This is an optimization exercise on Yosys and OpenROAD, whose aim is small area, not a production implementation.
In this exercise RTL edits were held to simulation tests only and were not proved equivalent to the original.
No activity file was given, so power comes from the tool's default toggle rates.

## gpio_mux_ctrl
module gpio_mux_ctrl #(
   parameter int          NUM_TEAMS    = 12,
   parameter int          NUM_PINS     = 34,
   parameter logic [31:0] BASE_ADDR    = 32'h3000_0000,
   parameter int          BLANK_CYCLES = 4
) (
   input  logic                          wb_clk_i,
   input  logic                          wb_rst_ni,
   input  logic                          wbs_stb_i,
   input  logic                          wbs_cyc_i,
   input  logic                          wbs_we_i,
   input  logic [3:0]                    wbs_sel_i,
   input  logic [31:0]                   wbs_dat_i,
   input  logic [31:0]                   wbs_adr_i,
   output logic                          wbs_ack_o,
   output logic [31:0]                   wbs_dat_o,
   input  logic [NUM_TEAMS*NUM_PINS-1:0] designs_gpio_out,
   input  logic [NUM_TEAMS*NUM_PINS-1:0] designs_gpio_oeb,
   output logic [NUM_PINS-1:0]           gpio_out,
   output logic [NUM_PINS-1:0]           gpio_oeb,
   output logic                          busy_o
);
   localparam int NUM_WORDS = (NUM_PINS + 3) / 4;
   localparam logic [5:0] CTRL_WORD = 6'h20;
   function automatic logic [3:0] enc(input logic [7:0] v);
      logic lowgrp;
      if (v > 8'd12) begin
         enc = 4'd0;
      end else begin
         lowgrp = (v[3:2] == 2'b00) & (v[1:0] != 2'b00);
         enc = {v[3] | lowgrp, v[2] | lowgrp, v[1:0]};
      end
   endfunction
  ...
Settings: LEC_CHECK=0, CAP_MARGIN=20, CORE_AREA=10 10 350 350, CTS_BUF_LIST=sky130_fd_sc_hd__clkbuf_2 sky130_fd_sc_hd__clkbuf_4, DIE_AREA=0 0 360 360, SLEW_MARGIN=20, SYNTH_HIERARCHICAL=1; clock period 7.0 ns.
standard.sh (not shown) runs the stock make flow with config.mk's settings and CLKGATE_MAP_FILE= SYNTH_SCRIPT=/design/flow/synth_recipe.tcl, a recipe that flattens the netlist after the stock synthesis.
==> flow/flow/run.sh <==
#!/bin/bash
# Standard ORFS layout with two changes:
#  - after the standard synthesis, every combinational cell is given the
#    smallest-area variant of its family (the resizer upsizes where timing,
#    slew or load needs it); registers keep their cells;
#  - the port buffers are the smallest buffer (buf_1);
#  - the clock tree uses larger sink clusters and no dummy loads.
set -euo pipefail
R=orfs/results/sky130hd/gpio_mux_ctrl/base
ARGS=('BUFFER_PORTS_ARGS=-buffer_cell sky130_fd_sc_hd__buf_1'
      'CTS_ARGS=-sink_clustering_enable -repair_clock_nets -dont_use_dummy_load -buf_list sky130_fd_sc_hd__clkbuf_8 -sink_clustering_size 16 -sink_clustering_max_diameter 60')
bash standard.sh "${ARGS[@]}" synth > log_synth.log 2>&1
python3 flow/downsize.py "$FLOW_HOME/platforms/sky130hd/lib/sky130_fd_sc_hd__tt_025C_1v80.lib" \
   "$R/1_2_yosys.v" > log_downsize.log 2>&1
rm -f "$R/1_synth.odb" "$R/1_synth.sdc"
bash standard.sh "${ARGS[@]}" finish > log_finish.log 2>&1
Other scripts of this flow, unchanged in this note and not shown: flow/flow/downsize.py
Edit:
--- a/flow/flow/run.sh
+++ b/flow/flow/run.sh
@@ -11 +11 @@
-      'CTS_ARGS=-sink_clustering_enable -repair_clock_nets -dont_use_dummy_load -buf_list sky130_fd_sc_hd__clkbuf_8 -sink_clustering_size 16 -sink_clustering_max_diameter 60')
+      'CTS_ARGS=-sink_clustering_enable -repair_clock_nets -dont_use_dummy_load -buf_list sky130_fd_sc_hd__clkbuf_4 -sink_clustering_size 8 -sink_clustering_max_diameter 50')
=>
- design area is about the same
- global-route usage went up by 0.10 points
- die area is unchanged
- register-to-register slack improves by 390 ps
- routed wire length went up by about 0.33%
Edit:
Settings changed: CTS_BUF_LIST sky130_fd_sc_hd__clkbuf_2 sky130_fd_sc_hd__clkbuf_4 to not set.
What happened: Power stays the same; maximum frequency stays the same; hold slack stays the same.


Another version of the RTL of gpio_mux_ctrl (not shown whole).
Size in the first run: ~1700 cells after synthesis, about 990 I/O pins, roughly 0.019 sq mm of cells after synthesis.
export LEC_CHECK = 0
export CAP_MARGIN = 20
export CORE_AREA = 10 10 350 350
export DIE_AREA = 0 0 360 360
export GPL_TIMING_DRIVEN = 0
export SLEW_MARGIN = 20
export SYNTH_HIERARCHICAL = 1
create_clock -name core_clock -period 7.0 [get_ports {wb_clk_i}]
==> flow/flow/run.sh <==
#!/bin/bash
# Standard ORFS layout with three changes:
#  - after the standard synthesis, every combinational cell is given the
#    smallest-area variant of its family (the resizer upsizes where timing,
#    slew or load needs it); registers keep their cells;
#  - the port buffers are the smallest buffer (buf_1);
#  - the clock tree uses small clock buffers, sink clusters of at most 8 and
#    no dummy loads.
set -euo pipefail
R=orfs/results/sky130hd/gpio_mux_ctrl/base
ARGS=('BUFFER_PORTS_ARGS=-buffer_cell sky130_fd_sc_hd__buf_1'
      'CTS_ARGS=-sink_clustering_enable -repair_clock_nets -dont_use_dummy_load -buf_list sky130_fd_sc_hd__clkbuf_4 -sink_clustering_size 8 -sink_clustering_max_diameter 50')
bash standard.sh "${ARGS[@]}" synth > log_synth.log 2>&1
python3 flow/downsize.py "$FLOW_HOME/platforms/sky130hd/lib/sky130_fd_sc_hd__tt_025C_1v80.lib" \
   "$R/1_2_yosys.v" > log_downsize.log 2>&1
rm -f "$R/1_synth.odb" "$R/1_synth.sdc"
bash standard.sh "${ARGS[@]}" finish > log_finish.log 2>&1
Other scripts of this flow, unchanged in this note and not shown: flow/flow/downsize.py
Then changed:
--- a/flow/flow/run.sh
+++ b/flow/flow/run.sh
@@ -12 +12 @@
-      'CTS_ARGS=-sink_clustering_enable -repair_clock_nets -dont_use_dummy_load -buf_list sky130_fd_sc_hd__clkbuf_4 -sink_clustering_size 8 -sink_clustering_max_diameter 50')
+      'CTS_ARGS=-sink_clustering_enable -repair_clock_nets -dont_use_dummy_load -buf_list sky130_fd_sc_hd__clkbuf_8 -sink_clustering_size 12 -sink_clustering_max_diameter 40')
- GPL_TIMING_DRIVEN: 0 -> unset
What happened:
- The new run went through all stages and came out clean
- clock skew drops by 3.4 ps
- maximum frequency climbs by roughly a tenth
- core utilization barely changes
- combinational power drops by a few percent
- via count drops slightly
- setup slack gains 470 ps
- wire length drops slightly
Then changed:
--- a/flow/flow/run.sh
+++ b/flow/flow/run.sh
@@ -12 +12 @@
-      'CTS_ARGS=-sink_clustering_enable -repair_clock_nets -dont_use_dummy_load -buf_list sky130_fd_sc_hd__clkbuf_8 -sink_clustering_size 12 -sink_clustering_max_diameter 40')
+      'CTS_ARGS=-sink_clustering_enable -repair_clock_nets -dont_use_dummy_load -buf_list sky130_fd_sc_hd__clkbuf_4 -sink_clustering_size 8 -sink_clustering_max_diameter 50')
=> The changed run produced a clean layout; via count shrinks by 0.37%; area after synthesis stays the same; die area is unchanged; cell count hardly moves; global-route usage barely changes; first-iteration DRC count is about the same; wire length stays flat; core utilization shrinks by 0.21 points; synthesized cell count does not change; register-to-register slack improved by 90 ps.
Then changed:
--- a/flow/flow/run.sh
+++ b/flow/flow/run.sh
@@ -12,0 +13,3 @@
+# Layout steps only (not synthesis): also keep the resizer off the largest
+# buffers and inverters.
+DONT_USE=(sky130_fd_sc_hd__probe_p_8 sky130_fd_sc_hd__probec_p_8 sky130_fd_sc_hd__lpflow_bleeder_1 sky130_fd_sc_hd__lpflow_clkbufkapwr_1 sky130_fd_sc_hd__lpflow_clkbufkapwr_16 sky130_fd_sc_hd__lpflow_clkbufkapwr_2 sky130_fd_sc_hd__lpflow_clkbufkapwr_4 sky130_fd_sc_hd__lpflow_clkbufkapwr_8 sky130_fd_sc_hd__lpflow_clkinvkapwr_1 sky130_fd_sc_hd__lpflow_clkinvkapwr_16 sky130_fd_sc_hd__lpflow_clkinvkapwr_2 sky130_fd_sc_hd__lpflow_clkinvkapwr_4 sky130_fd_sc_hd__lpflow_clkinvkapwr_8 sky130_fd_sc_hd__lpflow_decapkapwr_12 sky130_fd_sc_hd__lpflow_decapkapwr_3 sky130_fd_sc_hd__lpflow_decapkapwr_4 sky130_fd_sc_hd__lpflow_decapkapwr_6 sky130_fd_sc_hd__lpflow_decapkapwr_8 sky130_fd_sc_hd__lpflow_inputiso0n_1 sky130_fd_sc_hd__lpflow_inputiso0p_1 sky130_fd_sc_hd__lpflow_inputiso1n_1 sky130_fd_sc_hd__lpflow_inputiso1p_1 sky130_fd_sc_hd__lpflow_inputisolatch_1 sky130_fd_sc_hd__lpflow_isobufsrc_1 sky130_fd_sc_hd__lpflow_isobufsrc_16 sky130_fd_sc_hd__lpflow_isobufsrc_2 sky130_fd_sc_hd__lpflow_isobufsrc_4 sky130_fd_sc_hd__lpflow_isobufsrc_8 sky130_fd_sc_hd__lpflow_isobufsrckapwr_16 sky130_fd_sc_hd__lpflow_lsbuf_lh_hl_isowell_tap_1 sky130_fd_sc_hd__lpflow_lsbuf_lh_hl_isowell_tap_2 sky130_fd_sc_hd__lpflow_lsbuf_lh_hl_isowell_tap_4 sky130_fd_sc_hd__lpflow_lsbuf_lh_isowell_4 sky130_fd_sc_hd__lpflow_lsbuf_lh_isowell_tap_1 sky130_fd_sc_hd__lpflow_lsbuf_lh_isowell_tap_2 sky130_fd_sc_hd__lpflow_lsbuf_lh_isowell_tap_4 sky130_fd_sc_hd__fill_1 sky130_fd_sc_hd__fill_2 sky130_fd_sc_hd__fill_4 sky130_fd_sc_hd__fill_8 sky130_fd_sc_hd__buf_6 sky130_fd_sc_hd__buf_8 sky130_fd_sc_hd__buf_12 sky130_fd_sc_hd__buf_16 sky130_fd_sc_hd__bufinv_8 sky130_fd_sc_hd__bufinv_16 sky130_fd_sc_hd__inv_8 sky130_fd_sc_hd__inv_12 sky130_fd_sc_hd__inv_16 sky130_fd_sc_hd__clkinv_8 sky130_fd_sc_hd__clkinv_16)
@@ -17 +20 @@
-bash standard.sh "${ARGS[@]}" finish > log_finish.log 2>&1
+bash standard.sh "${ARGS[@]}" "DONT_USE_CELLS=${DONT_USE[*]}" finish > log_finish.log 2>&1
=>
- The new run finished with timing, DRC and antenna clean
- sequential cell count stays the same
- synthesized cell count stays the same
- sequential power is about the same
- power went down by 0.31%
- routed wire length stays flat
- via count goes up by 0.61%
- final cell count stays flat
- synthesized area stays the same
- core utilization hardly moves
- fmax fell by 2.4%
Then changed:
==> flow/flow/run.sh (replaced) <==
#!/bin/bash
# Standard ORFS layout with three changes:
#  - after the standard synthesis, every combinational cell is given the
#    smallest-area variant of its family (the resizer upsizes where timing,
#    slew or load needs it); registers keep their cells;
#  - the port buffers are the smallest buffer (buf_1);
#  - the clock tree uses small clock buffers, sink clusters of at most 8 and
#    no dummy loads.
set -euo pipefail
R=orfs/results/sky130hd/gpio_mux_ctrl/base
ARGS=('BUFFER_PORTS_ARGS=-buffer_cell sky130_fd_sc_hd__buf_1'
      'CTS_ARGS=-sink_clustering_enable -repair_clock_nets -dont_use_dummy_load -buf_list sky130_fd_sc_hd__clkbuf_4 -sink_clustering_size 10 -sink_clustering_max_diameter 40')
bash standard.sh "${ARGS[@]}" synth > log_synth.log 2>&1
python3 flow/downsize.py "$FLOW_HOME/platforms/sky130hd/lib/sky130_fd_sc_hd__tt_025C_1v80.lib" \
   "$R/1_2_yosys.v" > log_downsize.log 2>&1
rm -f "$R/1_synth.odb" "$R/1_synth.sdc"
bash standard.sh "${ARGS[@]}" finish > log_finish.log 2>&1
Effect: The changed run produced a clean layout. Cell count barely changes. Design area stays flat. Non-clock buffer count rose by 3. Die area stays the same. Total power is about the same. Setup slack gains 140 ps. Hold slack loses 37 ps. Sequential power stays flat. Register-to-register slack gains 100 ps. Critical path depth does not change. Clock skew rose by 47 ps.

==> separate check: timing with driven ports <==
How much do the figures lean on ideal ports? The routed layouts below were timed once more, with nothing changed but the port constraints. Step 1: set_driving_cell puts a clkbuf_16 on wb_clk_i and a buf_2 on each other input, an assumption about the parent block. Step 2 adds t to the input delays and takes it off the output delays; t is the mean of the earliest and latest rising clock arrival at the registers after step 1. Input paths then give back, and output paths get back, about the clock's delay inside the block. Slacks: ideal ports / drivers / drivers and shift; pairs: ideal ports / drivers.
| run | t, ns | setup slack, ns | worst hold slack (ns) | clock arrival spread, ns |
|---|---|---|---|---|
| the first run of note 1 | 0.679 | 2.291 / 2.224 / 2.012 | 0.465 / 0.465 / 0.465 | 0.110 / 0.111 |
| the second run of note 1 | 0.816 | 2.101 / 2.035 / 2.312 | 0.402 / 0.402 / 0.402 | 0.098 / 0.098 |
| the third run of note 1 | 0.816 | 2.101 / 2.035 / 2.312 | 0.402 / 0.402 / 0.402 | 0.098 / 0.098 |
| the first run of note 2 | 0.841 | 1.736 / 1.664 / 2.066 | 0.484 / 0.486 / 0.513 | 0.104 / 0.103 |
| the second run of note 2 | 0.677 | 2.207 / 2.135 / 2.255 | 0.379 / 0.379 / 0.379 | 0.086 / 0.087 |
| the third run of note 2 | 0.786 | 2.028 / 1.957 / 2.064 | 0.400 / 0.400 / 0.400 | 0.070 / 0.070 |
| the fourth run of note 2 | 0.741 | 1.905 / 1.834 / 1.915 | 0.408 / 0.408 / 0.408 | 0.058 / 0.058 |
| the fifth run of note 2 | 0.812 | 2.049 / 1.978 / 2.187 | 0.371 / 0.371 / 0.371 | 0.105 / 0.105 |
After both steps setup and hold are still met in every run listed. For the first run of note 1, which loses most, drivers alone change the setup slack by -0.067 ns; drivers and shift together by -0.279 ns.
